From an optimization exercise on the open Yosys and OpenROAD flow, aimed at small area; shortcuts taken in it are not production practice. Function was checked by simulation only, so behaviour that the tests miss may differ from the original. Power is estimated from default activity; no workload was simulated.

## flow/config.mk

```make
export PLATFORM = sky130hd
export DESIGN_NAME = requant_top
export DESIGN_NICKNAME = requant_top
export VERILOG_FILES = /design/flow/design.v
export SDC_FILE = /design/flow/constraint.sdc
export NUM_CORES = 4
export LEC_CHECK = 0
export CAP_MARGIN = 20
export CORE_MARGIN = 2
export CORE_UTILIZATION = 40
export GPL_TIMING_DRIVEN = 0
export SLEW_MARGIN = 20
export SYNTH_HIERARCHICAL = 1
```

## flow/constraint.sdc

```tcl
create_clock -name core_clock -period 6.5 [get_ports {clk}]
set_input_delay 1.3000 -clock core_clock [delete_from_list [all_inputs] [get_ports {clk}]]
set_output_delay 1.3000 -clock core_clock [all_outputs]
set_load 0.01 [all_outputs]
```

## flow/design.v

```verilog
package requant_pkg;
    localparam int ACC_W   = 22;
    localparam int MANT_W  = 9;
    localparam int PROD_W  = 2 * MANT_W;
    localparam int ACT_W   = 8;
    localparam int SHIFT_W = 5;
    typedef logic signed [ACC_W-1:0] acc_t;
    typedef logic signed [MANT_W-1:0] mant_t;
    typedef logic signed [PROD_W-1:0] prod_t;
    typedef logic signed [ACT_W-1:0] act_t;
    typedef logic [SHIFT_W-1:0] shift_t;
    typedef enum logic [1:0] {
        WIN_13 = 2'd0,
        WIN_8  = 2'd1,
        WIN_5  = 2'd2,
        WIN_3  = 2'd3
    } win_lo_t;
    localparam act_t ACT_MAX = 8'sh7f;
    localparam act_t ACT_MIN = 8'sh80;
endpackage
`timescale 1ns/1ps
module rq_fa (
    input  logic a,
    input  logic b,
    input  logic ci,
    output logic s,
    output logic co
);
    assign s  = a ^ b ^ ci;
    assign co = (a & b) | (a & ci) | (b & ci);
endmodule
module rq_fa1 (
    input  logic a,
    input  logic b,
    output logic s,
    output logic co
);
    rq_xnor2 u_s  (.a(a), .b(b), .y(s));
    rq_or2   u_co (.a(a), .b(b), .y(co));
endmodule
module rq_xnor2 (
    input  logic a,
    input  logic b,
    output logic y
);
    assign y = ~(a ^ b);
endmodule
module rq_or2 (
    input  logic a,
    input  logic b,
    output logic y
);
    assign y = a | b;
endmodule
module rq_ha (
    input  logic a,
    input  logic b,
    output logic s,
    output logic co
);
    assign s  = a ^ b;
    assign co = a & b;
endmodule
`timescale 1ns/1ps
import requant_pkg::*;
module scale_table
#(
    parameter int DN     = 6,
    parameter int GROUPS = 4
) (
    input  logic                        clk,
    input  logic                        rst_n,
    input  logic                        scale_we,
    input  logic [$clog2(GROUPS)-1:0]   scale_addr,
    input  logic [DN*MANT_W-1:0]        scale_wdata,
    input  logic [$clog2(GROUPS)-1:0]   grp,
    output logic [DN*MANT_W-1:0]        rd_scale,
    output logic                        rd_zero
);
    localparam int WW = DN * MANT_W;
    logic [GROUPS*WW-1:0] mem;
    logic [GROUPS-1:0]    wr_seen;
    for (genvar g = 0; g < GROUPS; g++) begin : g_word
        always_ff @(posedge clk) begin
            if (scale_we && scale_addr == g) begin
                mem[g*WW +: WW] <= scale_wdata;
            end
        end
        always_ff @(posedge clk or negedge rst_n) begin
            if (!rst_n) begin
                wr_seen[g] <= 1'b0;
            end else if (scale_we && scale_addr == g) begin
                wr_seen[g] <= 1'b1;
            end
        end
    end
    logic [GROUPS-1:0] rd_sel;
    always_comb begin
        for (int g = 0; g < GROUPS; g++) begin
            rd_sel[g] = (grp == g);
        end
    end
    for (genvar b = 0; b < WW; b++) begin : g_rd
        rq_sel4 u_sel (
            .d ({mem[3*WW + b], mem[2*WW + b], mem[WW + b], mem[b]}),
            .s (rd_sel),
            .y (rd_scale[b])
        );
    end
    assign rd_zero = !wr_seen[grp];
endmodule
module rq_sel4 (
    input  logic [3:0] d,
    input  logic [3:0] s,
    output logic       y
);
    assign y = (d[0] & s[0]) | (d[1] & s[1]) | (d[2] & s[2]) | (d[3] & s[3]);
endmodule
`timescale 1ns/1ps
import requant_pkg::*;
module requant_top
#(
    parameter int DN     = 6,
    parameter int GROUPS = 4
) (
    input  logic                        clk,
    input  logic                        rst_n,
    input  logic [DN*ACC_W-1:0]         acc_data,
    input  logic                        acc_valid,
    input  logic [$clog2(GROUPS)-1:0]   grp,
    input  logic [SHIFT_W-1:0]          n,
    input  logic                        relu_en,
    input  logic                        scale_we,
    input  logic [$clog2(GROUPS)-1:0]   scale_addr,
    input  logic [DN*MANT_W-1:0]        scale_wdata,
    output logic [DN*ACT_W-1:0]         act_data,
    output logic                        act_valid
);
    logic [DN*MANT_W-1:0] rd_scale;
    logic                 rd_zero;
    scale_table #(
        .DN          (DN),
        .GROUPS      (GROUPS)
    ) u_scale_table (
        .clk         (clk),
        .rst_n       (rst_n),
        .scale_we    (scale_we),
        .scale_addr  (scale_addr),
        .scale_wdata (scale_wdata),
        .grp         (grp),
        .rd_scale    (rd_scale),
        .rd_zero     (rd_zero)
    );
    logic relu_q;
    logic zero_q;
    always_ff @(posedge clk) begin
        relu_q <= relu_en;
        zero_q <= rd_zero;
    end
    for (genvar i = 0; i < DN; i++) begin : g_lane
        logic [ACC_W-1:0]   a;
        logic [MANT_W-1:0]  scl;
        logic               run16, run13, run11;
        logic [MANT_W-1:0]  win;
        logic [SHIFT_W-1:0] lo;
        logic [PROD_W-1:0]  prod;
        logic [PROD_W-1:0]  prod_q;
        logic [SHIFT_W-1:0] sh_q;
        assign a   = acc_data[i*ACC_W +: ACC_W];
        assign scl = rd_scale[i*MANT_W +: MANT_W];
        always_comb begin
            run16 = (a[ACC_W-1:16] == {6{a[ACC_W-1]}});
            run13 = (a[ACC_W-1:13] == {9{a[ACC_W-1]}});
            run11 = (a[ACC_W-1:11] == {11{a[ACC_W-1]}});
            if (!run16) begin
                lo  = 5'd13;
                win = a[21:13];
            end else if (!run13) begin
                lo  = 5'd8;
                win = a[16:8];
            end else if (!run11) begin
                lo  = 5'd5;
                win = a[13:5];
            end else begin
                lo  = 5'd3;
                win = a[11:3];
            end
        end
        logic ppn_0_0;
        logic ppn_0_1;
        logic ppn_0_2;
        logic ppn_0_3;
        logic ppn_0_4;
        logic ppn_0_5;
        logic ppn_0_6;
        logic ppn_0_7;
        logic ppn_0_8;
        logic ppn_1_0;
        logic ppn_1_1;
        logic ppn_1_2;
        logic ppn_1_3;
        logic ppn_1_4;
        logic ppn_1_5;
        logic ppn_1_6;
        logic ppn_1_7;
        logic ppn_1_8;
        logic ppn_2_0;
        logic ppn_2_1;
        logic ppn_2_2;
        logic ppn_2_3;
        logic ppn_2_4;
        logic ppn_2_5;
        logic ppn_2_6;
        logic ppn_2_7;
        logic ppn_2_8;
        logic ppn_3_0;
        logic ppn_3_1;
        logic ppn_3_2;
        logic ppn_3_3;
        logic ppn_3_4;
        logic ppn_3_5;
        logic ppn_3_6;
        logic ppn_3_7;
        logic ppn_3_8;
        logic ppn_4_0;
        logic ppn_4_1;
        logic ppn_4_2;
        logic ppn_4_3;
        logic ppn_4_4;
        logic ppn_4_5;
        logic ppn_4_6;
        logic ppn_4_7;
        logic ppn_4_8;
        logic ppn_5_0;
        logic ppn_5_1;
        logic ppn_5_2;
        logic ppn_5_3;
        logic ppn_5_4;
        logic ppn_5_5;
        logic ppn_5_6;
        logic ppn_5_7;
        logic ppn_5_8;
        logic ppn_6_0;
        logic ppn_6_1;
        logic ppn_6_2;
        logic ppn_6_3;
        logic ppn_6_4;
        logic ppn_6_5;
        logic ppn_6_6;
        logic ppn_6_7;
        logic ppn_6_8;
        logic ppn_7_0;
        logic ppn_7_1;
        logic ppn_7_2;
        logic ppn_7_3;
        logic ppn_7_4;
        logic ppn_7_5;
        logic ppn_7_6;
        logic ppn_7_7;
        logic ppn_7_8;
        logic ppn_8_0;
        logic ppn_8_1;
        logic ppn_8_2;
        logic ppn_8_3;
        logic ppn_8_4;
        logic ppn_8_5;
        logic ppn_8_6;
        logic ppn_8_7;
        logic ppn_8_8;
        logic ts0;
        logic tc0;
        logic ts1;
        logic tc1;
        logic ts2;
        logic tc2;
        logic ts3;
        logic tc3;
        logic ts4;
        logic tc4;
        logic ts5;
        logic tc5;
        logic ts6;
        logic tc6;
        logic ts7;
        logic tc7;
        logic ts8;
        logic tc8;
        logic ts9;
        logic tc9;
        logic ts10;
        logic tc10;
        logic ts11;
        logic tc11;
        logic ts12;
        logic tc12;
        logic ts13;
        logic tc13;
        logic ts14;
        logic tc14;
        logic ts15;
        logic tc15;
        logic ts16;
        logic tc16;
        logic ts17;
        logic tc17;
        logic ts18;
        logic tc18;
        logic ts19;
        logic tc19;
        logic ts20;
        logic tc20;
        logic ts21;
        logic tc21;
        logic ts22;
        logic tc22;
        logic ts23;
        logic tc23;
        logic ts24;
        logic tc24;
        logic ts25;
        logic tc25;
        logic ts26;
        logic tc26;
        logic ts27;
        logic tc27;
        logic ts28;
        logic tc28;
        logic ts29;
        logic tc29;
        logic ts30;
        logic tc30;
        logic ts31;
        logic tc31;
        logic ts32;
        logic tc32;
        logic ts33;
        logic tc33;
        logic ts34;
        logic tc34;
        logic ts35;
        logic tc35;
        logic ts36;
        logic tc36;
        logic ts37;
        logic tc37;
        logic ts38;
        logic tc38;
        logic ts39;
        logic tc39;
        logic ts40;
        logic tc40;
        logic ts41;
        logic tc41;
        logic ts42;
        logic tc42;
        logic ts43;
        logic tc43;
        logic ts44;
        logic tc44;
        logic ts45;
        logic tc45;
        logic ts46;
        logic tc46;
        logic ts47;
        logic tc47;
        logic ts48;
        logic tc48;
        logic ts49;
        logic tc49;
        logic ts50;
        logic tc50;
        logic ts51;
        logic tc51;
        logic ts52;
        logic tc52;
        logic ts53;
        logic tc53;
        logic ts54;
        logic tc54;
        logic ts55;
        logic tc55;
        logic [17:0] r0n, r1n;
        assign ppn_0_0 = ~(win[0] & scl[0]);
        assign ppn_0_1 = ~(win[0] & scl[1]);
        assign ppn_0_2 = ~(win[0] & scl[2]);
        assign ppn_0_3 = ~(win[0] & scl[3]);
        assign ppn_0_4 = ~(win[0] & scl[4]);
        assign ppn_0_5 = ~(win[0] & scl[5]);
        assign ppn_0_6 = ~(win[0] & scl[6]);
        assign ppn_0_7 = ~(win[0] & scl[7]);
        assign ppn_0_8 = win[0] & scl[8];
        assign ppn_1_0 = ~(win[1] & scl[0]);
        assign ppn_1_1 = ~(win[1] & scl[1]);
        assign ppn_1_2 = ~(win[1] & scl[2]);
        assign ppn_1_3 = ~(win[1] & scl[3]);
        assign ppn_1_4 = ~(win[1] & scl[4]);
        assign ppn_1_5 = ~(win[1] & scl[5]);
        assign ppn_1_6 = ~(win[1] & scl[6]);
        assign ppn_1_7 = ~(win[1] & scl[7]);
        assign ppn_1_8 = win[1] & scl[8];
        assign ppn_2_0 = ~(win[2] & scl[0]);
        assign ppn_2_1 = ~(win[2] & scl[1]);
        assign ppn_2_2 = ~(win[2] & scl[2]);
        assign ppn_2_3 = ~(win[2] & scl[3]);
        assign ppn_2_4 = ~(win[2] & scl[4]);
        assign ppn_2_5 = ~(win[2] & scl[5]);
        assign ppn_2_6 = ~(win[2] & scl[6]);
        assign ppn_2_7 = ~(win[2] & scl[7]);
        assign ppn_2_8 = win[2] & scl[8];
        assign ppn_3_0 = ~(win[3] & scl[0]);
        assign ppn_3_1 = ~(win[3] & scl[1]);
        assign ppn_3_2 = ~(win[3] & scl[2]);
        assign ppn_3_3 = ~(win[3] & scl[3]);
        assign ppn_3_4 = ~(win[3] & scl[4]);
        assign ppn_3_5 = ~(win[3] & scl[5]);
        assign ppn_3_6 = ~(win[3] & scl[6]);
        assign ppn_3_7 = ~(win[3] & scl[7]);
        assign ppn_3_8 = win[3] & scl[8];
        assign ppn_4_0 = ~(win[4] & scl[0]);
        assign ppn_4_1 = ~(win[4] & scl[1]);
        assign ppn_4_2 = ~(win[4] & scl[2]);
        assign ppn_4_3 = ~(win[4] & scl[3]);
        assign ppn_4_4 = ~(win[4] & scl[4]);
        assign ppn_4_5 = ~(win[4] & scl[5]);
        assign ppn_4_6 = ~(win[4] & scl[6]);
        assign ppn_4_7 = ~(win[4] & scl[7]);
        assign ppn_4_8 = win[4] & scl[8];
        assign ppn_5_0 = ~(win[5] & scl[0]);
        assign ppn_5_1 = ~(win[5] & scl[1]);
        assign ppn_5_2 = ~(win[5] & scl[2]);
        assign ppn_5_3 = ~(win[5] & scl[3]);
        assign ppn_5_4 = ~(win[5] & scl[4]);
        assign ppn_5_5 = ~(win[5] & scl[5]);
        assign ppn_5_6 = ~(win[5] & scl[6]);
        assign ppn_5_7 = ~(win[5] & scl[7]);
        assign ppn_5_8 = win[5] & scl[8];
        assign ppn_6_0 = ~(win[6] & scl[0]);
        assign ppn_6_1 = ~(win[6] & scl[1]);
        assign ppn_6_2 = ~(win[6] & scl[2]);
        assign ppn_6_3 = ~(win[6] & scl[3]);
        assign ppn_6_4 = ~(win[6] & scl[4]);
        assign ppn_6_5 = ~(win[6] & scl[5]);
        assign ppn_6_6 = ~(win[6] & scl[6]);
        assign ppn_6_7 = ~(win[6] & scl[7]);
        assign ppn_6_8 = win[6] & scl[8];
        assign ppn_7_0 = ~(win[7] & scl[0]);
        assign ppn_7_1 = ~(win[7] & scl[1]);
        assign ppn_7_2 = ~(win[7] & scl[2]);
        assign ppn_7_3 = ~(win[7] & scl[3]);
        assign ppn_7_4 = ~(win[7] & scl[4]);
        assign ppn_7_5 = ~(win[7] & scl[5]);
        assign ppn_7_6 = ~(win[7] & scl[6]);
        assign ppn_7_7 = ~(win[7] & scl[7]);
        assign ppn_7_8 = win[7] & scl[8];
        assign ppn_8_0 = win[8] & scl[0];
        assign ppn_8_1 = win[8] & scl[1];
        assign ppn_8_2 = win[8] & scl[2];
        assign ppn_8_3 = win[8] & scl[3];
        assign ppn_8_4 = win[8] & scl[4];
        assign ppn_8_5 = win[8] & scl[5];
        assign ppn_8_6 = win[8] & scl[6];
        assign ppn_8_7 = win[8] & scl[7];
        assign ppn_8_8 = ~(win[8] & scl[8]);
        rq_fa1 u_fa0 (.a(ppn_0_6), .b(ppn_1_5), .s(ts0), .co(tc0));
        rq_fa u_fa1 (.a(ppn_0_7), .b(ppn_1_6), .ci(ppn_2_5), .s(ts1), .co(tc1));
        rq_fa1 u_fa2 (.a(ppn_3_4), .b(ppn_4_3), .s(ts2), .co(tc2));
        rq_fa u_fa3 (.a(ppn_0_8), .b(ppn_1_7), .ci(ppn_2_6), .s(ts3), .co(tc3));
        rq_fa u_fa4 (.a(ppn_3_5), .b(ppn_4_4), .ci(ppn_5_3), .s(ts4), .co(tc4));
        rq_fa1 u_fa5 (.a(ppn_6_2), .b(ppn_7_1), .s(ts5), .co(tc5));
        rq_fa u_fa6 (.a(ppn_1_8), .b(ppn_2_7), .ci(ppn_3_6), .s(ts6), .co(tc6));
        rq_fa u_fa7 (.a(ppn_4_5), .b(ppn_5_4), .ci(ppn_6_3), .s(ts7), .co(tc7));
        rq_ha u_fa8 (.a(ppn_7_2), .b(ppn_8_1), .s(ts8), .co(tc8));
        rq_fa u_fa9 (.a(ppn_2_8), .b(ppn_3_7), .ci(ppn_4_6), .s(ts9), .co(tc9));
        rq_fa u_fa10 (.a(ppn_5_5), .b(ppn_6_4), .ci(ppn_7_3), .s(ts10), .co(tc10));
        rq_fa u_fa11 (.a(ppn_3_8), .b(ppn_4_7), .ci(ppn_5_6), .s(ts11), .co(tc11));
        rq_fa1 u_fa12 (.a(ppn_0_4), .b(ppn_1_3), .s(ts12), .co(tc12));
        rq_fa u_fa13 (.a(ppn_0_5), .b(ppn_1_4), .ci(ppn_2_3), .s(ts13), .co(tc13));
        rq_fa1 u_fa14 (.a(ppn_3_2), .b(ppn_4_1), .s(ts14), .co(tc14));
        rq_fa u_fa15 (.a(ppn_2_4), .b(ppn_3_3), .ci(ppn_4_2), .s(ts15), .co(tc15));
        rq_fa u_fa16 (.a(ppn_5_1), .b(ppn_6_0), .ci(ts0), .s(ts16), .co(tc16));
        rq_fa u_fa17 (.a(ppn_5_2), .b(ppn_6_1), .ci(ppn_7_0), .s(ts17), .co(tc17));
        rq_fa u_fa18 (.a(tc0), .b(ts1), .ci(ts2), .s(ts18), .co(tc18));
        rq_fa u_fa19 (.a(ppn_8_0), .b(tc1), .ci(tc2), .s(ts19), .co(tc19));
        rq_fa u_fa20 (.a(ts3), .b(ts4), .ci(ts5), .s(ts20), .co(tc20));
        rq_fa u_fa21 (.a(tc3), .b(tc4), .ci(tc5), .s(ts21), .co(tc21));
        rq_fa u_fa22 (.a(ts6), .b(ts7), .ci(ts8), .s(ts22), .co(tc22));
        rq_fa u_fa23 (.a(ppn_8_2), .b(tc6), .ci(tc7), .s(ts23), .co(tc23));
        rq_fa u_fa24 (.a(tc8), .b(ts9), .ci(ts10), .s(ts24), .co(tc24));
        rq_fa u_fa25 (.a(ppn_6_5), .b(ppn_7_4), .ci(ppn_8_3), .s(ts25), .co(tc25));
        rq_fa u_fa26 (.a(tc9), .b(tc10), .ci(ts11), .s(ts26), .co(tc26));
        rq_fa u_fa27 (.a(ppn_4_8), .b(ppn_5_7), .ci(ppn_6_6), .s(ts27), .co(tc27));
        rq_fa u_fa28 (.a(ppn_7_5), .b(ppn_8_4), .ci(tc11), .s(ts28), .co(tc28));
        rq_fa u_fa29 (.a(ppn_5_8), .b(ppn_6_7), .ci(ppn_7_6), .s(ts29), .co(tc29));
        rq_fa1 u_fa30 (.a(ppn_0_3), .b(ppn_1_2), .s(ts30), .co(tc30));
        rq_fa u_fa31 (.a(ppn_2_2), .b(ppn_3_1), .ci(ppn_4_0), .s(ts31), .co(tc31));
        rq_fa u_fa32 (.a(ppn_5_0), .b(tc12), .ci(ts13), .s(ts32), .co(tc32));
        rq_fa u_fa33 (.a(tc13), .b(tc14), .ci(ts15), .s(ts33), .co(tc33));
        rq_fa u_fa34 (.a(tc15), .b(tc16), .ci(ts17), .s(ts34), .co(tc34));
        rq_fa u_fa35 (.a(tc17), .b(tc18), .ci(ts19), .s(ts35), .co(tc35));
        rq_fa u_fa36 (.a(tc19), .b(tc20), .ci(ts21), .s(ts36), .co(tc36));
        rq_fa u_fa37 (.a(tc21), .b(tc22), .ci(ts23), .s(ts37), .co(tc37));
        rq_fa u_fa38 (.a(tc23), .b(tc24), .ci(ts25), .s(ts38), .co(tc38));
        rq_fa u_fa39 (.a(tc25), .b(tc26), .ci(ts27), .s(ts39), .co(tc39));
        rq_fa u_fa40 (.a(ppn_8_5), .b(tc27), .ci(tc28), .s(ts40), .co(tc40));
        rq_fa u_fa41 (.a(ppn_6_8), .b(ppn_7_7), .ci(ppn_8_6), .s(ts41), .co(tc41));
        rq_fa1 u_fa42 (.a(ppn_0_2), .b(ppn_1_1), .s(ts42), .co(tc42));
        rq_fa u_fa43 (.a(ppn_2_1), .b(ppn_3_0), .ci(ts30), .s(ts43), .co(tc43));
        rq_fa u_fa44 (.a(ts12), .b(tc30), .ci(ts31), .s(ts44), .co(tc44));
        rq_fa u_fa45 (.a(ts14), .b(tc31), .ci(ts32), .s(ts45), .co(tc45));
        rq_fa u_fa46 (.a(ts16), .b(tc32), .ci(ts33), .s(ts46), .co(tc46));
        rq_fa u_fa47 (.a(ts18), .b(tc33), .ci(ts34), .s(ts47), .co(tc47));
        rq_fa u_fa48 (.a(ts20), .b(tc34), .ci(ts35), .s(ts48), .co(tc48));
        rq_fa u_fa49 (.a(ts22), .b(tc35), .ci(ts36), .s(ts49), .co(tc49));
        rq_fa u_fa50 (.a(ts24), .b(tc36), .ci(ts37), .s(ts50), .co(tc50));
        rq_fa u_fa51 (.a(ts26), .b(tc37), .ci(ts38), .s(ts51), .co(tc51));
        rq_fa u_fa52 (.a(ts28), .b(tc38), .ci(ts39), .s(ts52), .co(tc52));
        rq_fa u_fa53 (.a(ts29), .b(tc39), .ci(ts40), .s(ts53), .co(tc53));
        rq_fa u_fa54 (.a(tc29), .b(tc40), .ci(ts41), .s(ts54), .co(tc54));
        rq_fa u_fa55 (.a(ppn_7_8), .b(ppn_8_7), .ci(tc41), .s(ts55), .co(tc55));
        assign r0n = {1'b0, ppn_8_8, tc54, tc53, tc52, tc51, tc50, tc49, tc48, tc47, tc46, tc45, tc44, tc43, tc42, ppn_2_0, ppn_0_1, ppn_0_0};
        assign r1n = {1'b1, tc55, ts55, ts54, ts53, ts52, ts51, ts50, ts49, ts48, ts47, ts46, ts45, ts44, ts43, ts42, ppn_1_0, 1'b1};
        assign prod = ~(r0n + r1n + 18'd1);
        always_ff @(posedge clk) begin
            prod_q <= prod;
            sh_q   <= n - lo;
        end
        logic               sgn;
        logic [26:0]        e;
        logic [23:0]        s4;
        logic [14:0]        s3;
        logic [10:0]        s2;
        logic [8:0]         s1;
        logic [7:0]         s0;
        logic [7:0]         f8;
        logic               g;
        logic               fits;
        logic [18:8]        run;
        logic [7:0]         cy;
        logic               p01, p23, p45, p0123;
        logic               zero;
        logic [ACT_W-1:0]   res;
        always_comb begin
            sgn = prod_q[PROD_W-1];
            e   = {{8{sgn}}, prod_q, 1'b0};
            for (int k = 0; k < 24; k++) s4[k] = (sh_q[4] && k < 10) ? e[k+16] : e[k];
            for (int k = 0; k < 15; k++) s3[k] = sh_q[3] ? s4[k+8] : s4[k];
            for (int k = 0; k < 11; k++) s2[k] = sh_q[2] ? s3[k+4] : s3[k];
            for (int k = 0; k < 9;  k++) s1[k] = sh_q[1] ? s2[k+2] : s2[k];
            for (int k = 0; k < 8;  k++) s0[k] = sh_q[0] ? s1[k+1] : s1[k];
            g  = s0[0];
            f8 = {sgn, s0[7:1]};
            run[18] = 1'b1;
            for (int k = 17; k >= 8; k--) begin
                run[k] = run[k+1] & (e[k] == sgn);
            end
            fits = (sh_q >= 5'd11) ? 1'b1 : run[sh_q + 5'd8];
            zero = (sh_q >= 5'd18) || zero_q || (relu_q && sgn);
            p01   = f8[0] & f8[1];
            p23   = f8[2] & f8[3];
            p45   = f8[4] & f8[5];
            p0123 = p01 & p23;
            cy[0] = g;
            cy[1] = g & f8[0];
            cy[2] = g & p01;
            cy[3] = g & p01 & f8[2];
            cy[4] = g & p0123;
            cy[5] = g & p0123 & f8[4];
            cy[6] = g & p0123 & p45;
            cy[7] = g & p0123 & p45 & f8[6];
            if (zero) begin
                res = '0;
            end else if (!fits || (cy[7] && !f8[7])) begin
                res = sgn ? ACT_MIN : ACT_MAX;
            end else begin
                res = f8 ^ cy;
            end
        end
        assign act_data[i*ACT_W +: ACT_W] = res;
    end
    always_ff @(posedge clk or negedge rst_n) begin
        if (!rst_n) begin
            act_valid <= 1'b0;
        end else begin
            act_valid <= acc_valid;
        end
    end
endmodule
```

## flow/flow/run.sh

```bash
#!/bin/bash
set -euo pipefail
here=$(pwd)
export BUFFER_PORTS_ARGS="-buffer_cell sky130_fd_sc_hd__buf_1"
export CTS_ARGS="-sink_clustering_enable -repair_clock_nets -dont_use_dummy_load -buf_list sky130_fd_sc_hd__clkbuf_4 -sink_clustering_size 10 -sink_clustering_max_diameter 50"
export RECOVER_POWER=100
export POST_GLOBAL_ROUTE_TCL="$here/flow/post_grt.tcl"
bash standard.sh > standard.log 2>&1
```

## flow/flow/post_grt.tcl

```tcl
# after power recovery: fix any slew / capacitance limit it broke, and any
# setup path it slowed too far, then legalize and reroute what changed
global_route -start_incremental
repair_design -slew_margin $::env(SLEW_MARGIN) -cap_margin $::env(CAP_MARGIN)
repair_timing -setup -setup_margin 0.05 -repair_tns 100
detailed_placement
global_route -end_incremental
estimate_parasitics -global_routing
report_check_types -max_slew -max_capacitance -violators
report_worst_slack -max
```

## flow/standard.sh

```bash
#!/bin/bash
# synth_recipe.tcl (not shown) runs the flow's synth.tcl, then flattens the netlist and writes it again
# the make line also repeats each setting of config.mk as NAME=value (left out here)
make -C /OpenROAD-flow-scripts/flow DESIGN_CONFIG=/design/flow/config.mk WORK_HOME=/design/flow/orfs CLKGATE_MAP_FILE= SYNTH_SCRIPT=/design/flow/synth_recipe.tcl "${@:-finish}"
```

==> key figures, run 1 <==
Worst setup path
  – FF-to-FF path depth: 15
  – Crit start category: input port
  – CP max-delay cell: fa_1
  – CP dominant cell by count: fa_1
  – Largest stage delay on the critical path: 0.55 ns
  – Type of element capturing the critical path: register
  – CP arrival: between 6 and 7 ns
  – CP required: 7.18 ns
  – Setup CP Type: input port to register
  – Worst-path fanout max: 9
  – Crit-path cells: buf_1 > or4_1 > nor2_1 > o22a_1 > buf_2 > inv_1 > nand2_4 > o221a_2 > buf_2 > nand2_1 > fa_1 > fa_1 > fa_1 > fa_1 > ha_1 > a21o_1 > a221oi_2 > o21ai_1 > or4_1 > and3_1

Global routing
  – Initial antenna violation count: 28
  – GRT met2 Usage: 33.1%
  – Grt total ovfl: 0
  – First-pass GRT wire length: 141000 um
  – Met1 Track Usage GR: a little over a quarter
  – Total GRT Usage: 20.4%
  – Vias in the first global route: around 26000
  – Largest net degree at the start of global routing: 47
  – Grt met3 use: around 4.2%
  – Gr busiest metal: met2

Floorplan
  – Core area: 82200 um2
  – Die ar.: between 80000 and 90000 um2
  – Die X: 292 um
  – Initial core utilization: 40.5%
  – Die H: roughly 300 um
  – Rows: 105
  – IO Count: 249

STA
  – Achievable Freq: ~160 MHz
  – Slew @ Worst Pin: around 1.1 ns
  – Rel. slew slack: 23.5%
  – Min Tclk post-route: between 6 and 7 ns
  – Setup ws final: 0.273 ns
  – Final Slew Violations: 0
  – Final setup viols: 0
  – Max Clock Skew: roughly 0.093 ns
  – Final Cycle Share: 95.8%
  – Endpoints failing hold: 0
  – Setup TNS: 0 ns

Clocking
  – CTS resizes: 0
  – Clock tree buffer depth: 3
  – Sink Count: 361
  – Num CTS Buffers: 50
  – Clock Tree Root: clkbuf_4
  – CTS tree: yes
  – H-tree depth: 2
  – Worst skew pair latency: 0.79 ns
  – Clk slew on worst S/H paths: 0.09 ns
  – # Post-CTS Setup Buffers: 0
  – Number of hold buffers added after cts: 0

Synthesis
  – Synth Flop Type: edfxtp_1
  – EDFF count, synth: 216
  – Synth Area in Adders: 24.6%
  – Synth async-reset ratio: approximately 1.4%
  – Mapped cell area: 33300 um2
  – Synth Area in XOR/XNOR: 4.24%
  – Cells after synthesis: ~3400
  – Yosys top cell area share: 19.5%
  – Leading area contributor after synthesis: edfxtp_1
  – Top-count cell post-synth: nand2_1
  – Multiplexer share of the synthesized area: 8.25%
  – Synth Area in Compound Gates: 14.8%
  – Syn avg cell area: 9.84 um2
  – Distinct cells, synth: between 90 and 100
  – Post-synth top cells: 567 x nand2_1, 300 x fa_1, 216 x edfxtp_1
  – Synth Area in Simple Gates: 16.4%
  – Synth Register Bits: 361
  – Warnings from Yosys: 86
  – Combinational family with the most area after synthesis: adder cells
  – Syn Nets: 4055
  – Seq/Total Area, Yosys: between 20 and 30%
  – Dominant cells by area after synthesis: edfxtp_1 19%, fa_1 18%, dfxtp_1 8.4%

Power and ir drop
  – Worst IR Drop VDD: roughly 0.00017 V
  – Clock power share: 8.0%
  – Combinational share of power: roughly 67%
  – Leakage: 13.5 nW
  – Psw: 6.18 mW
  – PD cells: 374 nW/um2
  – P_int: 7.37 mW
  – Sw Ratio: 45.6%
  – Share of total power in sequential cells: 24.9%

Place
  – Post-DP HPWL: 66900 um
  – Setup slack at placement: -0.716 ns
  – PortBufs: 229
  – GPL Wtd Cong: 0.908
  – Cells after DPL: 4697

Min path
  – Hold path depth: 1
  – Hold/Removal Path Class: register to register

Final layout
  – Layout cells sized above 1: 7.86%
  – Finished Layout Cells: approximately 4800
  – Nets: 4355
  – Synthesis-to-finish area growth: 8.95%

Drt
  – Post-DR wirelength/cell: 18.5 um
  – Antenna Nets Post-Route: 0
  – DR vias: 26400
  – DR iter-0 viols: 1729
  – Drt drc: 0
  – Via density: 5.54
  – Final wirelength: 88100 um
  – Number of iterations in the first detailed-routing pass: 6

Outcome
  – Status: finished clean

Job
  – Maxcap violations: 0
[logic make-up after synthesis]
family	after synthesis
AND/OR/NAND/NOR	1161
AO/OA/AOI/OAI	717
adder cells (fa/ha/maj)	474
flip-flops	361
buffers and inverters	276
multiplexers	231
XOR/XNOR	161
[metrics by stage]
| step | area, um2 | util, % | power, mW | hold WS, ns |
|---|---|---|---|---|
| floorplan | 33300 | - | 10.4 | 0.434 |
| global placement | 35500 | 43.1 | 12.4 | 0.449 |
| detailed placement | 35800 | 43.5 | 12.5 | 0.455 |
| CTS | 36200 | 44.0 | 13.6 | 0.394 |
| finish | 36200 | 44.1 | 13.5 | 0.487 |
[power groups by stage]
| stage | Sequential (mW) | Clock [mW] | Combinational, mW |
|---|---|---|---|
| floorplan | 3.25 | 0 | 7.16 |
| CTS | 3.36 | 1.14 | 9.10 |
| global placement | 3.42 | 0 | 8.96 |
| finish | 3.38 | 1.08 | 9.09 |
| detailed placement | 3.42 | 0 | 9.04 |
[layout by cell type, fill, tap and decap left out, types with 27 or more instances in the layout]
| cell | instances |
|---|---|
| inv_1 | 108 |
| clkbuf_1 | 62 |
| fa_1 | 300 |
| and2_1 | 119 |
| a21oi_1 | 141 |
| o21ai_0 | 103 |
| mux2i_1 | 127 |
| a21o_1 | 42 |
| nand3_1 | 27 |
| nor2b_1 | 35 |
| mux4_2 | 27 |
| nor3_1 | 43 |
| ha_1 | 174 |
| buf_1 | 275 |
| xor2_1 | 59 |
| dfxtp_1 | 140 |
| a211oi_1 | 45 |
| edfxtp_1 | 216 |
| a31oi_1 | 31 |
| nand2_1 | 567 |
| buf_2 | 48 |
| o211ai_1 | 28 |
| mux2_2 | 67 |
| nand2b_1 | 45 |
| clkbuf_4 | 52 |
| nor2_1 | 161 |
| o21a_1 | 29 |
| or2_1 | 42 |
| a22oi_1 | 111 |
| xnor2_1 | 102 |
[per-module statistics from Yosys (local to each module, per instance), excerpt]
module / cell area [um2] / times used / cells
requant_top: 19100 / 1 / 2606
rq_fa: 20.0 / 288 / 1
rq_sel4: 18.8 / 54 / 3
rq_ha: 12.5 / 6 / 1
rq_xnor2: 8.76 / 42 / 1
rq_or2: 6.26 / 42 / 1
[path summary, 6_finish.rpt]
check                                                           from                              endpoint  slack (ns)
worst max-delay path                                   acc_data[126]          g_lane[5].prod_q[15]$_DFF_P_        0.27
worst min-delay path            u_scale_table.wr_seen[1]$_DFFE_PN0P_  u_scale_table.wr_seen[1]$_DFFE_PN0P_        0.49
worst max register to register        u_scale_table.mem[7]$_DFFE_PP_          g_lane[0].prod_q[17]$_DFF_P_        1.65
worst min register to register  u_scale_table.wr_seen[1]$_DFFE_PN0P_  u_scale_table.wr_seen[1]$_DFFE_PN0P_        0.49
max in group asynchronous                                      rst_n                   act_valid$_DFF_PN0_        5.45
min in group asynchronous                                      rst_n  u_scale_table.wr_seen[0]$_DFFE_PN0P_        0.50
[per-layer routing]
layer | routed length [um] | share of wire (%)
met5 | 178 | 0.20
met4 | 2280 | 2.6
met3 | 6060 | 6.9
met2 | 40700 | 46
met1 | 38900 | 44
[critical path, delay by kind of cell]
kind | cells | cell delay, ns
fa+ha+maj | 5 | 2.25
compound gates | 5 | 1.05
simple gates | 6 | 1.56
buf+inv | 4 | 0.73
[sequential cells by signal, indices dropped and copies added, names as in the netlist]
register,cells
g_lane.sh_q,30
u_scale_table.mem,216
u_scale_table.wr_seen,4
g_lane.prod_q,108
relu_q,1
zero_q,1
act_valid,1
[layout make-up]
| type | instances | area, um2 |
|---|---|---|
| Fill cell | 8007 | 46000 |
| Multi-Input combinational cell | 2744 | 22800 |
| Sequential cell | 361 | 9410 |
| Tap cell | 1070 | 1340 |
| Timing Repair Buffer | 249 | 1120 |
| Buffer | 158 | 691 |
| Inverter | 117 | 439 |
| Clock buffer | 50 | 375 |
| Antenna cell | 12 | 30.0 |
==> inputs of run 2 (changes only) <==
--- a/flow/flow/run.sh
+++ b/flow/flow/run.sh
@@ -7,2 +7,3 @@
 export POST_GLOBAL_ROUTE_TCL="$here/flow/post_grt.tcl"
+export PRE_GLOBAL_PLACE_TCL="$here/flow/pre_gpl.tcl"
 bash standard.sh > standard.log 2>&1
==> flow/flow/pre_gpl.tcl (new file) <==
# drop the buffers synthesis inserted; placement-aware repair re-buffers
# where a net needs it
remove_buffers
==> run 2 against run 1 <==
Still clean on timing, DRC and antenna. Register-to-register slack improved by 0.14 ns. Critical endpoint unchanged. Global-route usage fell by 0.60 points. Area after synthesis stayed put. First-iteration DRC count is 0.23% lower. Combinational power is 4.6% lower.
==> key figures, run 2 <==
Floorplan
  – Die ar.: 85500 um2 (unchanged)
  – Core area: 82200 um2 (unchanged)
  – Die X: 292 um (unchanged)
  – Die H: 292 um (unchanged)
  – IO Count: 249 (unchanged)
  – Initial core utilization: 40.5% (unchanged)
  – Rows: 105 (unchanged)

STA
  – Max Clock Skew: 0.105 ns (+0.0124 ns)
  – Fin Hold WS: 0.482 ns (-0.00458 ns)
  – Slew @ Worst Pin: 1.12 ns (-0.0307 ns)
  – Final Slew Violations: 0 (unchanged)
  – Achievable Freq: 161 MHz (about the same)
  – Rel. slew slack: 25.5% (+2.1 points)
  – Endpoints failing hold: 0 (unchanged)
  – Final Cycle Share: 95.7% (about the same)
  – Final setup viols: 0 (unchanged)
  – Min Tclk post-route: 6.22 ns (-0.00606 ns)
  – Setup ws final: 0.279 ns (+0.00606 ns)

Clocking
  – Clock Tree Root: clkbuf_4
  – Clock tree buffer depth: 3 (unchanged)
  – Number of hold buffers added after cts: 0 (unchanged)
  – CTS resizes: 1 (+1)
  – Num CTS Buffers: 54 (+8.0%)
  – CTS tree: yes
  – Clk slew on worst S/H paths: 0.10 ns (about the same)
  – H-tree depth: 2 (unchanged)
  – # Post-CTS Setup Buffers: 0 (unchanged)
  – Worst skew pair latency: 0.80 ns (about the same)
  – Sink Count: 361 (unchanged)

Synthesis
  – Syn avg cell area: 9.84 um2 (unchanged)
  – Synth Flop Type: edfxtp_1
  – Distinct cells, synth: 92 (unchanged)
  – Synth Register Bits: 361 (unchanged)
  – Mapped cell area: 33300 um2 (unchanged)
  – EDFF count, synth: 216 (unchanged)
  – Top-count cell post-synth: nand2_1
  – Dominant cells by area after synthesis: edfxtp_1 19%, fa_1 18%, dfxtp_1 8.4%
  – Warnings from Yosys: 86 (unchanged)
  – Seq/Total Area, Yosys: 28.3% (unchanged)
  – Cells after synthesis: 3381 (unchanged)
  – Syn Nets: 4055 (unchanged)
  – Post-synth top cells: 567 x nand2_1, 300 x fa_1, 216 x edfxtp_1
  – Yosys top cell area share: 19.5% (unchanged)
  – Synth async-reset ratio: 1.39% (unchanged)
  – Leading area contributor after synthesis: edfxtp_1

Worst setup path
  – Type of element capturing the critical path: register
  – CP required: 7.14 ns (-0.04 ns)
  – Worst-path fanout max: 16 (+7)
  – CP arrival: 6.86 ns (-0.04 ns)
  – Reg2reg start: u_scale_table.mem[134]$_DFFE_PP_
  – FF-to-FF path depth: 14 (-1)
  – Setup CP Type: input port to register
  – Crit start category: input port
  – Reg2reg setup slack: 1.79 ns (+0.14 ns)
  – Reg2reg end: g_lane[2].prod_q[16]$_DFF_P_

Final layout
  – Synthesis-to-finish area growth: 7.40%
  – Biggest register: u_scale_table.mem
  – Regs by FF count: u_scale_table.mem: 216 flops, g_lane.prod_q: 108 flops, g_lane.sh_q: 30 flops
  – Most frequent cells in the layout: 564 x nand2_1, 300 x fa_1, 218 x buf_1
  – Fillers: 7945 (-0.77%)
  – Core Util, Final: 43.4% (-0.63 points)
  – Largest register FFs: 216 (unchanged)
  – Nets: 4206 (-3.4%)
  – Final design area excluding fillers: 35700 um2 (-1.4%)
  – Layout cells sized above 1: 7.59% (-0.26 points)
  – Most common cell after layout, fill and taps aside: nand2_1

Place
  – Placed Area: 35200 um2 (-1.8%)
  – PortBufs: 230 (+0.44%)
  – Setup slack at placement: -0.881 ns (-0.165 ns)
  – Post-DP HPWL: 64000 um (-4.4%)
  – GPL Wtd Cong: 0.869 (-4.2%)

Min path
  – Hold path depth: 1 (unchanged)
  – Hold path start: u_scale_table.wr_seen[1]$_DFFE_PN0P_
  – Hold/Removal Path Class: register to register
  – Worst hold endpoint: u_scale_table.wr_seen[1]$_DFFE_PN0P_

Power and ir drop
  – Worst IR Drop VDD: 0.000191 V (+10%)
  – Leakage: 13.2 nW (-2.2%)
  – PD cells: 373 nW/um2 (-0.18%)

Global routing
  – Vias in the first global route: 25400 (-3.4%)
  – Grt total ovfl: 0 (unchanged)
  – Total GRT Usage: 19.8% (-0.60 points)
  – First-pass GRT wire length: 136000 um (-3.2%)
  – Initial antenna violation count: 29 (+3.6%)
  – Largest net degree at the start of global routing: 55 (+17%)

Drt
  – DR iter-0 viols: 1725 (-0.23%)
  – Post-DR wirelength/cell: 18.3 um (-1.1%)
  – Number of iterations in the first detailed-routing pass: 5 (-1)
  – Antenna Nets Post-Route: 0 (unchanged)
  – Via density: 5.56 (+0.28%)
  – DR vias: 25700 (-2.8%)
  – Drt drc: 0 (unchanged)
  – Final wirelength: 84500 um (-4.1%)

Job
  – Maxcap violations: 0 (unchanged)

Outcome
  – Status: finished clean
## run 2: cell types whose count changed in the layout (fill, tap and decap cells not counted), moves of 3 or more
| cell | delta |
|---|---|
| buf_1 | -57 |
| nand2_2 | +4 |
| clkbuf_1 | -50 |
| nand2_1 | -3 |
| buf_2 | -43 |
| dfxtp_2 | +6 |
| clkbuf_2 | +3 |
| diode_2 | +5 |
| and2_0 | -5 |
| and2_1 | +5 |
| dfxtp_1 | -6 |
## run 2: per-module statistics from Yosys, one instance, submodules excluded, excerpt
| module | flops+latches | times used | cell area [um2] | cells |
|---|---|---|---|---|
| requant_top | 141 | 1 | 19100 | 2606 |
| rq_fa | 0 | 288 | 20.0 | 1 |
| rq_ha | 0 | 6 | 12.5 | 1 |
| rq_or2 | 0 | 42 | 6.26 | 1 |
| rq_sel4 | 0 | 54 | 18.8 | 3 |
| rq_xnor2 | 0 | 42 | 8.76 | 1 |
## run 2: report_power, final
group | leakage (nW) | total, mW | internal (mW) | switching (mW)
logic | 9.78 | 8.67 | 3.97 | 4.70
clock network | 0.249 | 1.09 | 0.375 | 0.712
registers | 3.21 | 3.57 | 2.96 | 0.609
total | 13.2 | 13.3 | 7.31 | 6.02
## run 2: stage by stage
step | TNS [ns] | cells | total power, mW
after floorplan | 0 | 3381 | 10.4
after global placement | -261.27 | 4522 | 12.2
after detailed placement | -24.15 | 4541 | 12.3
after CTS | 0 | 4595 | 13.4
final | 0 | 4617 | 13.3
## run 2: logic make-up (layout without fill, tap and decap cells)
family | after synthesis | after routing | synth area share [%]
compound gates | 717 | 717 | 14.8
buf+inv | 276 | 425 | 3.39
fa+ha+maj | 474 | 474 | 24.6
mux | 231 | 231 | 8.25
flops | 361 | 361 | 28.3
other cells | 0 | 17 | 0
xor+xnor | 161 | 161 | 4.24
simple gates | 1161 | 1161 | 16.4
## run 2: worst max-delay path, cell delays in order
cell,delay [ns]
clkbuf_2,0.26
or4_1,0.58
nor2_1,0.10
o22a_2,0.25
inv_2,0.12
nand2_2,0.20
o221a_2,0.38
nand2_1,0.12
fa_1,0.51
fa_1,0.43
fa_1,0.53
fa_1,0.42
ha_1,0.32
a21bo_2,0.21
nor2_1,0.05
a221oi_2,0.29
o21ai_0,0.19
or4_1,0.41
and3_1,0.17
## run 2: cell type report
cell class              instances  area [um2]  share of cell area [%]
diodes                         17        42.5                   0.119
well taps                    1070        1340                    3.75
inverters                     117         439                    1.23
multi-input cells            2744       22900                    64.1
clock buffers                  54         405                    1.13
flip-flops and latches        361        9420                    26.4
repair buffers                254        1170                    3.28
## run 2: layer usage
metal | share of wire (%) | track usage [%] | wire length (um) | up-vias
met4 | 2.0 | 5.23 | 1710 | 22
met3 | 6.0 | 3.68 | 5040 | 127
li1 | - | - | - | 12400
met2 | 47 | 32.4 | 39600 | 612
met5 | 0.17 | 0 | 142 | -
met1 | 45 | 26.9 | 38000 | 12500
## run 2: how the worst max path moves through the flow
stage	end	start	slack (ns)	cells after the start
after floorplan	g_lane[5].prod_q[15]$_DFF_P_	grp[0]	0.001	16
after global placement	u_scale_table.wr_seen[0]$_DFFE_PN0P_	scale_we	-3.24	3
after detailed placement	g_lane[5].prod_q[15]$_DFF_P_	acc_data[131]	-0.88	17
after CTS	g_lane[2].prod_q[17]$_DFF_P_	acc_data[65]	0.02	17
final	g_lane[5].prod_q[15]$_DFF_P_	acc_data[131]	0.28	19
==> inputs of run 3 (changes only) <==
--- a/flow/config.mk
+++ b/flow/config.mk
@@ -7,3 +7,3 @@
 export LEC_CHECK = 0
-export CAP_MARGIN = 20
+export CAP_MARGIN = 0
 export CORE_MARGIN = 2
@@ -11,3 +11,3 @@
 export GPL_TIMING_DRIVEN = 0
-export SLEW_MARGIN = 20
+export SLEW_MARGIN = 0
 export SYNTH_HIERARCHICAL = 1
==> run 3 against run 2 <==
Still clean. Sequential cell count did not move. Synthesized cell count unchanged. Register-to-register slack worse by 0.17 ns. First-iteration DRC count increased by 11%. Final cell count is 0.37% lower. Die area unchanged. Cell area decreased by 0.59%. Sequential share of layout area grew 0.15 points. Count of clock-buffer cells in the layout down 2. Critical path type unchanged.
==> key figures, run 3 <==
Worst setup path
  – Worst-path fanout max: 16 (unchanged)
  – WP depth: 19 (unchanged)
  – CP arrival: 7.01 ns (+0.15 ns)
  – Largest stage delay on the critical path: 0.58 ns (about the same)
  – CP required: 7.17 ns (+0.03 ns)
  – Type of element capturing the critical path: register
  – WP buf/inv: 2 (unchanged)
  – FF-to-FF path depth: 13 (-1)
  – Critical path's top delay family: adder cells
  – CP dominant cell by count: fa_1
  – CP max-delay cell: or4_1
  – Setup CP Type: input port to register
  – Crit start category: input port
  – Crit-path cells: clkbuf_2 > or4_1 > nor2_1 > o22a_2 > inv_2 > nand2_2 > o221a_2 > nand2_1 > fa_1 > fa_1 > fa_1 > fa_1 > ha_1 > a21bo_2 > nor2_1 > a221oi_1 > o21ai_0 > or4_1 > and3_1

STA
  – Max Clock Skew: 0.124 ns (+0.0189 ns)
  – Achievable Freq: 158 MHz (-1.9%)
  – Final Cycle Share: 97.6% (+1.8 points)
  – Slew @ Worst Pin: 1.33 ns (+0.214 ns)
  – Final Slew Violations: 0 (unchanged)
  – Setup TNS: 0 ns (unchanged)
  – Final setup viols: 0 (unchanged)
  – Endpoints failing hold: 0 (unchanged)
  – Min Tclk post-route: 6.34 ns (+0.120 ns)
  – Rel. slew slack: 11.3% (-14 points)

Synthesis
  – Seq/Total Area, Yosys: 28.3% (unchanged)
  – Dominant cells by area after synthesis: edfxtp_1 19%, fa_1 18%, dfxtp_1 8.4%
  – Mapped cell area: 33300 um2 (unchanged)
  – Cells after synthesis: 3381 (unchanged)
  – Synth Register Bits: 361 (unchanged)
  – Yosys top cell area share: 19.5% (unchanged)
  – EDFF count, synth: 216 (unchanged)
  – Synth Flop Type: edfxtp_1
  – Post-synth top cells: 567 x nand2_1, 300 x fa_1, 216 x edfxtp_1
  – Synth async-reset ratio: 1.39% (unchanged)
  – Warnings from Yosys: 86 (unchanged)
  – Leading area contributor after synthesis: edfxtp_1
  – Syn Nets: 4055 (unchanged)
  – Syn avg cell area: 9.84 um2 (unchanged)
  – Top-count cell post-synth: nand2_1
  – Distinct cells, synth: 92 (unchanged)

Floorplan
  – Rows: 105 (unchanged)
  – IO Count: 249 (unchanged)
  – Die H: 292 um (unchanged)
  – Die ar.: 85500 um2 (unchanged)
  – Initial core utilization: 40.5% (unchanged)
  – Die X: 292 um (unchanged)
  – Core area: 82200 um2 (unchanged)

Clocking
  – Sink Count: 361 (unchanged)
  – CTS resizes: 2 (+1)
  – CTS tree: yes
  – Clk slew on worst S/H paths: 0.11 ns (about the same)
  – # Post-CTS Setup Buffers: 0 (unchanged)
  – Clock tree buffer depth: 3 (unchanged)
  – Clock Tree Root: clkbuf_4
  – H-tree depth: 2 (unchanged)
  – Number of hold buffers added after cts: 0 (unchanged)
  – Worst skew pair latency: 0.84 ns (+0.04 ns)
  – Num CTS Buffers: 52 (-3.7%)

Drt
  – DR iter-0 viols: 1920 (+11%)
  – Drt drc: 0 (unchanged)
  – Post-DR wirelength/cell: 18.4 um (+0.64%)
  – Via density: 5.57 (+0.15%)
  – Number of iterations in the first detailed-routing pass: 5 (unchanged)
  – Antenna Nets Post-Route: 0 (unchanged)
  – Final wirelength: 84700 um (+0.27%)
  – DR vias: 25600 (-0.22%)

Final layout
  – Final design area excluding fillers: 35500 um2 (-0.59%)
  – Regs by FF count: u_scale_table.mem: 216 flops, g_lane.prod_q: 108 flops, g_lane.sh_q: 30 flops
  – Core Util, Final: 43.2% (-0.26 points)
  – Most common cell after layout, fill and taps aside: nand2_1
  – Nets: 4193 (-0.31%)
  – Synthesis-to-finish area growth: 6.77%
  – Largest register FFs: 216 (unchanged)
  – Finished Layout Cells: 4600 (-0.37%)
  – Most frequent cells in the layout: 565 x nand2_1, 300 x fa_1, 219 x buf_1
  – Layout cells sized above 1: 7.02% (-0.57 points)
  – Biggest register: u_scale_table.mem

Power and ir drop
  – Combinational share of power: 65.0% (about the same)
  – Total power: 13.3 mW (-0.19%)
  – PD cells: 375 nW/um2 (+0.40%)
  – Worst IR Drop VDD: 0.000193 V (+1.1%)
  – Share of total power in sequential cells: 26.9% (about the same)
  – Sw Ratio: 45.3% (+0.12 points)
  – Psw: 6.03 mW (about the same)
  – Clock power share: 8.1% (about the same)
  – P_int: 7.28 mW (-0.41%)
  – Leakage: 13.1 nW (-0.77%)

Place
  – Placed Area: 35000 um2 (-0.45%)
  – Post-DP HPWL: 63700 um (-0.51%)
  – Cells after DPL: 4534 (-0.15%)
  – PortBufs: 230 (unchanged)
  – GPL Wtd Cong: 0.869 (unchanged)

Global routing
  – Largest net degree at the start of global routing: 56 (+1.8%)
  – Grt total ovfl: 0 (unchanged)
  – Total GRT Usage: 19.7% (-0.040 points)
  – Vias in the first global route: 25400 (-0.22%)
  – First-pass GRT wire length: 136000 um (-0.34%)
  – Initial antenna violation count: 27 (-6.9%)

Outcome
  – Status: finished clean

Job
  – Maxcap violations: 0 (unchanged)

Min path
  – Hold/Removal Path Class: register to register
  – Hold path depth: 1 (unchanged)
-- run 3: path summary, 6_finish.rpt --
path / start / slack [ns] / to
setup / recovery: acc_data[131] / 0.16 / g_lane[5].prod_q[15]$_DFF_P_
hold / removal: u_scale_table.wr_seen[3]$_DFFE_PN0P_ / 0.47 / u_scale_table.wr_seen[3]$_DFFE_PN0P_
setup reg to reg: u_scale_table.mem[161]$_DFFE_PP_ / 1.62 / g_lane[5].prod_q[15]$_DFF_P_
hold reg to reg: u_scale_table.wr_seen[3]$_DFFE_PN0P_ / 0.47 / u_scale_table.wr_seen[3]$_DFFE_PN0P_
max in group asynchronous: rst_n / 5.47 / act_valid$_DFF_PN0_
min in group asynchronous: rst_n / 0.51 / u_scale_table.wr_seen[3]$_DFFE_PN0P_
-- run 3: per-stage QoR --
step	setup WS (ns)	hold WS, ns
final	0.159	0.473
after CTS	0.0358	0.398
after detailed placement	-0.896	0.450
after global placement	-3.24	0.451
after floorplan	0.00116	0.434
-- run 3: cells by family (layout without fill, tap and decap cells) --
kind of cell             Yosys count  in the layout  share of synthesized area [%]
buffers and inverters            276            412                           3.39
multiplexers                     231            231                           8.25
AND/OR/NAND/NOR                 1161           1161                           16.4
AO/OA/AOI/OAI                    717            717                           14.8
flip-flops                       361            361                           28.3
adder cells (fa/ha/maj)          474            474                           24.6
other                              0             13                              0
XOR/XNOR                         161            161                           4.24
-- run 3: metal layers --
metal,GRT usage [%],share of wire [%],vias up,routed length [um]
li1,-,-,12300,-
met1,26.7,44,12500,37500
met2,32.3,47,638,39600
met3,3.76,6.6,125,5590
met4,5.38,2.2,20,1870
met5,0,0.15,-,126
-- run 3: layout make-up --
class	instances	area [um2]
fill	7992	46700
multi-input combinational	2744	22900
timing repair buffer	243	1000
inverter	117	439
tap	1070	1340
clock buffer	52	390
antenna	13	32.5
sequential	361	9420
-- run 3: power groups by stage --
stage               combinational, mW  sequential [mW]  clock (mW)
floorplan                        7.16             3.25           0
global placement                 8.57             3.61           0
detailed placement               8.64             3.61           0
CTS                              8.70             3.56        1.15
finish                           8.64             3.58        1.08
-- run 3: Yosys stat by module, one instance, submodules excluded, a selection --
module       cell area [um2]  times used  flip-flops and latches  cells inside
requant_top            19100           1                     141          2606
rq_fa                   20.0         288                       0             1
rq_sel4                 18.8          54                       0             3
rq_ha                   12.5           6                       0             1
rq_xnor2                8.76          42                       0             1
rq_or2                  6.26          42                       0             1
-- run 3: worst register-to-register path, stage by stage, from the launching register on --
cell	delay (ns)
edfxtp_1	0.37
a22oi_1	0.19
nand2_1	0.25
and2_1	0.25
fa_1	0.51
fa_1	0.46
fa_1	0.54
fa_1	0.42
ha_1	0.34
a21o_1	0.17
a221oi_1	0.44
o21ai_0	0.22
or4_1	0.42
and3_1	0.17
==> inputs of run 4 (changes only) <==
--- a/flow/config.mk
+++ b/flow/config.mk
@@ -7,3 +7,3 @@
 export LEC_CHECK = 0
-export CAP_MARGIN = 0
+export CAP_MARGIN = 5
 export CORE_MARGIN = 2
@@ -11,3 +11,3 @@
 export GPL_TIMING_DRIVEN = 0
-export SLEW_MARGIN = 0
+export SLEW_MARGIN = 5
 export SYNTH_HIERARCHICAL = 1
==> run 4 against run 3 <==
Hold slack better by 0.0054 ns. Final cell count grew 0.13%. Power is essentially flat. Core utilization rose by 0.052 points. Largest power group unchanged. Still clean on timing, DRC and antenna. Wire length increased by 0.34%. Critical path type unchanged.
==> key figures, run 4 <==
STA
  – Final Cycle Share: 95.6% (-2.0 points)
  – Fin Hold WS: 0.478 ns (+0.00539 ns)
  – Final Slew Violations: 0 (unchanged)
  – Achievable Freq: 161 MHz (+2.1%)
  – Final setup viols: 0 (unchanged)
  – Rel. slew slack: 7.96% (-3.4 points)
  – Setup TNS: 0 ns (unchanged)
  – Endpoints failing hold: 0 (unchanged)
  – Min Tclk post-route: 6.21 ns (-0.129 ns)
  – Slew @ Worst Pin: 1.38 ns (+0.0507 ns)
  – Setup ws final: 0.288 ns (+0.129 ns)
  – Max Clock Skew: 0.126 ns (+0.00153 ns)

Synthesis
  – Distinct cells, synth: 92 (unchanged)
  – Synth Area in XOR/XNOR: 4.24% (unchanged)
  – Seq/Total Area, Yosys: 28.3% (unchanged)
  – Synth Area in Simple Gates: 16.4% (unchanged)
  – Synth Area in Compound Gates: 14.8% (unchanged)
  – EDFF count, synth: 216 (unchanged)
  – Syn avg cell area: 9.84 um2 (unchanged)
  – Synth Flop Type: edfxtp_1
  – Cells after synthesis: 3381 (unchanged)
  – Dominant cells by area after synthesis: edfxtp_1 19%, fa_1 18%, dfxtp_1 8.4%
  – Syn Nets: 4055 (unchanged)
  – Combinational family with the most area after synthesis: adder cells
  – Post-synth top cells: 567 x nand2_1, 300 x fa_1, 216 x edfxtp_1
  – Mapped cell area: 33300 um2 (unchanged)
  – Leading area contributor after synthesis: edfxtp_1
  – Multiplexer share of the synthesized area: 8.25% (unchanged)
  – Synth Area in Adders: 24.6% (unchanged)
  – Synth async-reset ratio: 1.39% (unchanged)
  – Synth Register Bits: 361 (unchanged)
  – Warnings from Yosys: 86 (unchanged)
  – Yosys top cell area share: 19.5% (unchanged)
  – Top-count cell post-synth: nand2_1

Drt
  – Post-DR wirelength/cell: 18.4 um (+0.21%)
  – Final wirelength: 85000 um (+0.34%)
  – Number of iterations in the first detailed-routing pass: 7 (+2)
  – DR iter-0 viols: 1794 (-6.6%)
  – DR vias: 25800 (+0.88%)
  – Antenna Nets Post-Route: 0 (unchanged)
  – Via density: 5.61 (+0.75%)
  – Drt drc: 0 (unchanged)

Floorplan
  – Core area: 82200 um2 (unchanged)
  – Die ar.: 85500 um2 (unchanged)
  – IO Count: 249 (unchanged)
  – Die X: 292 um (unchanged)
  – Die H: 292 um (unchanged)
  – Rows: 105 (unchanged)
  – Initial core utilization: 40.5% (unchanged)

Final layout
  – Layout cells sized above 1: 6.93% (-0.095 points)
  – Biggest register: u_scale_table.mem
  – Synthesis-to-finish area growth: 6.89%
  – Most frequent cells in the layout: 565 x nand2_1, 300 x fa_1, 220 x buf_1
  – Nets: 4198 (+0.12%)
  – Regs by FF count: u_scale_table.mem: 216 flops, g_lane.prod_q: 108 flops, g_lane.sh_q: 30 flops
  – Most common cell after layout, fill and taps aside: nand2_1
  – Largest register FFs: 216 (unchanged)

Place
  – GPL Wtd Cong: 0.869 (unchanged)
  – Setup slack at placement: -0.934 ns (-0.0379 ns)
  – PortBufs: 230 (unchanged)
  – Post-DP HPWL: 63700 um (+0.10%)

Clocking
  – Clk slew on worst S/H paths: 0.10 ns (about the same)
  – Clock tree buffer depth: 3 (unchanged)
  – CTS tree: yes
  – Worst skew pair latency: 0.84 ns (about the same)
  – Number of hold buffers added after cts: 0 (unchanged)
  – Num CTS Buffers: 53 (+1.9%)
  – H-tree depth: 2 (unchanged)
  – # Post-CTS Setup Buffers: 0 (unchanged)
  – Sink Count: 361 (unchanged)
  – Clock Tree Root: clkbuf_4
  – CTS resizes: 3 (+1)

Worst setup path
  – CP max-delay cell: or4_1
  – WP buf/inv: 2 (unchanged)
  – Setup CP Type: input port to register
  – CP dominant cell by count: fa_1
  – Reg2reg start: u_scale_table.mem[161]$_DFFE_PP_
  – Type of element capturing the critical path: register
  – WP depth: 19 (unchanged)
  – Critical path's top delay family: adder cells
  – FF-to-FF path depth: 13 (unchanged)
  – Crit start category: input port
  – Crit-path cells: buf_1 > or4_1 > nor2_1 > o22a_2 > inv_2 > nand2_2 > o221a_2 > nand2_1 > fa_1 > fa_1 > fa_1 > fa_1 > ha_1 > nand2_1 > nor2_1 > a221oi_2 > o21ai_0 > or4_1 > and3_1
  – Reg2reg end: g_lane[5].prod_q[15]$_DFF_P_
  – Largest stage delay on the critical path: 0.53 ns (-0.05 ns)
  – Reg2reg setup slack: 1.75 ns (+0.13 ns)
  – CP required: 7.11 ns (-0.06 ns)
  – CP arrival: 6.82 ns (-0.19 ns)
  – Worst-path fanout max: 9 (-7)

Global routing
  – Grt total ovfl: 0 (unchanged)
  – Gr busiest metal: met2
  – Vias in the first global route: 25500 (+0.56%)
  – Initial antenna violation count: 26 (-3.7%)
  – Total GRT Usage: 19.8% (+0.12 points)
  – Grt met3 use: 3.51% (-0.25 points)
  – First-pass GRT wire length: 137000 um (+0.63%)
  – Largest net degree at the start of global routing: 35 (-38%)
  – GRT met2 Usage: 32.4% (+0.052 points)
  – Met1 Track Usage GR: 27.1% (+0.44 points)

Outcome
  – Status: finished clean

Power and ir drop
  – Leakage: 13.2 nW (+0.26%)
  – Total power: 13.3 mW (about the same)
  – PD cells: 374 nW/um2 (about the same)
  – Worst IR Drop VDD: 0.000187 V (-3.1%)

Min path
  – Worst hold endpoint: u_scale_table.wr_seen[1]$_DFFE_PN0P_
  – Hold path start: u_scale_table.wr_seen[1]$_DFFE_PN0P_
  – Hold/Removal Path Class: register to register
  – Hold path depth: 1 (unchanged)

Job
  – Maxcap violations: 0 (unchanged)
==> run 4: final cells by class <==
| class | count | area (um2) |
|---|---|---|
| diodes | 14 | 35.0 |
| clock buffers | 53 | 398 |
| fillers | 7981 | 46700 |
| inverters | 117 | 439 |
| multi-input cells | 2744 | 22900 |
| flip-flops and latches | 361 | 9420 |
| well taps | 1070 | 1340 |
| repair buffers | 247 | 1040 |
==> run 4: worst max path at each step <==
stage | startpoint | end | slack (ns)
detailed placement | acc_data[65] | g_lane[2].prod_q[16]$_DFF_P_ | -0.93
global placement | scale_we | u_scale_table.wr_seen[0]$_DFFE_PN0P_ | -3.24
finish | acc_data[126] | g_lane[5].prod_q[15]$_DFF_P_ | 0.29
CTS | acc_data[109] | g_lane[4].prod_q[16]$_DFF_P_ | 0.03
floorplan | grp[0] | g_lane[5].prod_q[15]$_DFF_P_ | 0.001
==> run 4: per-layer routing <==
| metal | share of wire [%] | vias to the layer above |
|---|---|---|
| met1 | 45 | 12600 |
| met5 | 0.19 | - |
| li1 | - | 12300 |
| met4 | 2.3 | 24 |
| met3 | 6.6 | 136 |
| met2 | 46 | 719 |
==> run 4: logic make-up after synthesis <==
kind of cell / count (synthesis)
AOI/OAI and AO/OA: 717
xor gates and xnor gates: 161
adders and majority gates: 474
buffers and inverters: 276
DFF: 361
muxes: 231
and+or+nand+nor: 1161
==> run 4: power breakdown <==
group | internal (mW) | total, mW | switching (mW)
clock network | 0.369 | 1.08 | 0.716
registers | 2.96 | 3.57 | 0.607
logic | 3.95 | 8.66 | 4.71
total | 7.28 | 13.3 | 6.03
==> run 4: stage by stage <==
step                      std cells  utilization (%)  cell area (um2)
final                          4606             43.2            35600
after global placement         4522             42.3            34800
after floorplan                3381                -            33300
after CTS                      4589             43.1            35500
after detailed placement       4536             42.6            35000
==> run 4: modules after synthesis (local to each module, per instance), excerpt <==
module	times used	cells inside
rq_or2	42	1
rq_sel4	54	3
requant_top	1	2606
rq_fa	288	1
rq_ha	6	1
rq_xnor2	42	1
==> inputs of run 5 (changes only) <==
--- a/flow/config.mk
+++ b/flow/config.mk
@@ -9,4 +9,5 @@
 export CORE_MARGIN = 2
-export CORE_UTILIZATION = 40
+export CORE_UTILIZATION = 55
 export GPL_TIMING_DRIVEN = 0
+export PLACE_DENSITY = 0.7
 export SLEW_MARGIN = 5
==> run 5 against run 4 <==
Still clean. Global-route usage rose by 7.2 points. Final cell count fell by 6.4%. Sequential share of layout area rose by 0.32 points. Core utilization rose by 15 points. Via count rose by 1.4%. Wire length fell by 0.52%. Clock power fell by 4%.
==> key figures, run 5 <==
Clocking
  – Worst skew pair latency: 0.81 ns (-0.03 ns)
  – # Post-CTS Setup Buffers: 0 (unchanged)
  – Clk slew on worst S/H paths: 0.11 ns (about the same)
  – H-tree depth: 2 (unchanged)
  – Number of hold buffers added after cts: 0 (unchanged)
  – Num CTS Buffers: 49 (-7.5%)

Power and ir drop
  – P_int: 7.30 mW (+0.25%)
  – Psw: 6.12 mW (+1.5%)
  – Share of total power in sequential cells: 26.5% (-0.3 points)
  – PD cells: 382 nW/um2 (+2.0%)
  – Clock power share: 7.7% (-0.4 points)
  – Leakage: 13.1 nW (-0.30%)

Drt
  – Antenna Nets Post-Route: 0 (unchanged)
  – Post-DR wirelength/cell: 19.6 um (+6.3%)
  – Drt drc: 0 (unchanged)

Place
  – PortBufs: 230 (unchanged)
  – GPL Wtd Cong: 0.932 (+7.2%)
  – Post-DP HPWL: 64900 um (+1.9%)

Synthesis
  – EDFF count, synth: 216 (unchanged)
  – Synth Flop Type: edfxtp_1
  – Syn Nets: 4055 (unchanged)
  – Seq/Total Area, Yosys: 28.3% (unchanged)
  – Post-synth top cells: 567 x nand2_1, 300 x fa_1, 216 x edfxtp_1
  – Dominant cells by area after synthesis: edfxtp_1 19%, fa_1 18%, dfxtp_1 8.4%
  – Distinct cells, synth: 92 (unchanged)
  – Synth Register Bits: 361 (unchanged)
  – Yosys top cell area share: 19.5% (unchanged)

Global routing
  – Total GRT Usage: 27.0% (+7.2 points)
  – Vias in the first global route: 26600 (+4.3%)
  – Initial antenna violation count: 16 (-38%)
  – First-pass GRT wire length: 137000 um (+0.44%)

Worst setup path
  – Worst-path fanout max: 11 (+2)
  – CP required: 7.19 ns (+0.08 ns)
  – CP arrival: 6.96 ns (+0.14 ns)

Final layout
  – Regs by FF count: u_scale_table.mem: 216 flops, g_lane.prod_q: 108 flops, g_lane.sh_q: 30 flops
  – Synthesis-to-finish area growth: 5.61%
  – Layout cells sized above 1: 7.14% (+0.21 points)
  – Biggest register: u_scale_table.mem

STA
  – Max Clock Skew: 0.0728 ns (-0.0527 ns)
  – Fin Hold WS: 0.303 ns (-0.176 ns)
  – Final setup viols: 0 (unchanged)
  – Slew @ Worst Pin: 1.07 ns (-0.309 ns)

Floorplan
  – Die ar.: 62500 um2 (-27%)
  – Core area: 60100 um2 (-27%)
  – Rows: 90 (-14%)
  – IO Count: 249 (unchanged)
  – Die X: 250 um (-15%)

Outcome
  – Status: finished clean

Job
  – Maxcap violations: 0 (unchanged)
run 5: cell counts after synthesis:
No cell type changed its count.
run 5: critical path, stage by stage:
cell and delay (ns):
buf_1 0.11, or4_1 0.56, nor3_2 0.21, o21bai_2 0.30, and2_1 0.30, nand2_1 0.23, o221a_2 0.42, nand2_1 0.13
fa_1 0.44, fa_1 0.42, fa_1 0.55, fa_1 0.43, ha_1 0.36, o21a_1 0.15, o21a_1 0.17, and3_1 0.22
nor2_1 0.06, a2111oi_0 0.35, o211a_1 0.24
run 5: area by class of cell:
| class | count | area (um2) |
|---|---|---|
| sequential | 361 | 9420 |
| fill | 5230 | 25000 |
| inverter | 117 | 443 |
| timing repair buffer | 245 | 1010 |
| multi-input combinational | 2744 | 22900 |
| tap | 782 | 978 |
| antenna | 12 | 30.0 |
| clock buffer | 49 | 368 |
run 5: layer usage:
layer  up-vias  GRT usage [%]  routed length (um)
met5         -              0                  52
met3       190           4.14                5180
li1      12300              -                   -
met4         8           12.0                3390
met2       840           45.6               41000
met1     12800           34.6               34900
run 5: modules after synthesis, one instance, submodules excluded, a selection:
module | area, um2 | flip-flops and latches | copies in the design
rq_or2 | 6.26 | 0 | 42
rq_fa | 20.0 | 0 | 288
rq_xnor2 | 8.76 | 0 | 42
rq_ha | 12.5 | 0 | 6
requant_top | 19100 | 141 | 1
rq_sel4 | 18.8 | 0 | 54
run 5: worst paths after layout:
| kind | from | endpoint | slack, ns | cells after the start |
|---|---|---|---|---|
| min | rst_n | u_scale_table.wr_seen[0]$_DFFE_PN0P_ | 0.30 | 1 |
| min reg2reg | u_scale_table.wr_seen[3]$_DFFE_PN0P_ | u_scale_table.wr_seen[3]$_DFFE_PN0P_ | 0.47 | 1 |
| min in group core_clock | u_scale_table.wr_seen[3]$_DFFE_PN0P_ | u_scale_table.wr_seen[3]$_DFFE_PN0P_ | 0.47 | 1 |
| max reg2reg | u_scale_table.mem[52]$_DFFE_PP_ | g_lane[5].prod_q[15]$_DFF_P_ | 1.69 | 13 |
| max | acc_data[20] | g_lane[0].prod_q[16]$_DFF_P_ | 0.23 | 19 |
| max in group asynchronous | rst_n | u_scale_table.wr_seen[1]$_DFFE_PN0P_ | 5.94 | 1 |
run 5: metrics by stage:
stage	setup slack, ns	setup TNS (ns)	instances	util [%]	power [mW]
finish	0.233	0	4310	58.4	13.4
CTS	0.0495	0	4296	58.3	13.4
detailed placement	-1.13	-22.20	4247	57.6	12.3
global placement	-3.23	-251.03	4234	57.3	12.0
floorplan	0.00116	0	3381	-	10.4
run 5: power by group through the flow:
stage	Sequential, mW	Clock, mW	Combinational (mW)
floorplan	3.25	0	7.16
detailed placement	3.60	0	8.74
finish	3.55	1.04	8.83
global placement	3.58	0	8.44
CTS	3.54	1.09	8.80
run 5: logic make-up after synthesis:
logic type / after synthesis / synth area share [%]
mux: 231 / 8.25
compound gates: 717 / 14.8
flops: 361 / 28.3
xor+xnor: 161 / 4.24
fa+ha+maj: 474 / 24.6
simple gates: 1161 / 16.4
buf+inv: 276 / 3.39

Setup slack of run 5, layout unchanged: 0.233 ns with ideal ports, 0.269 ns with driving cells assumed (clock clkbuf_16, inputs buf_2), -0.564 ns with port delays also shifted by the 0.833 ns mid clock arrival.
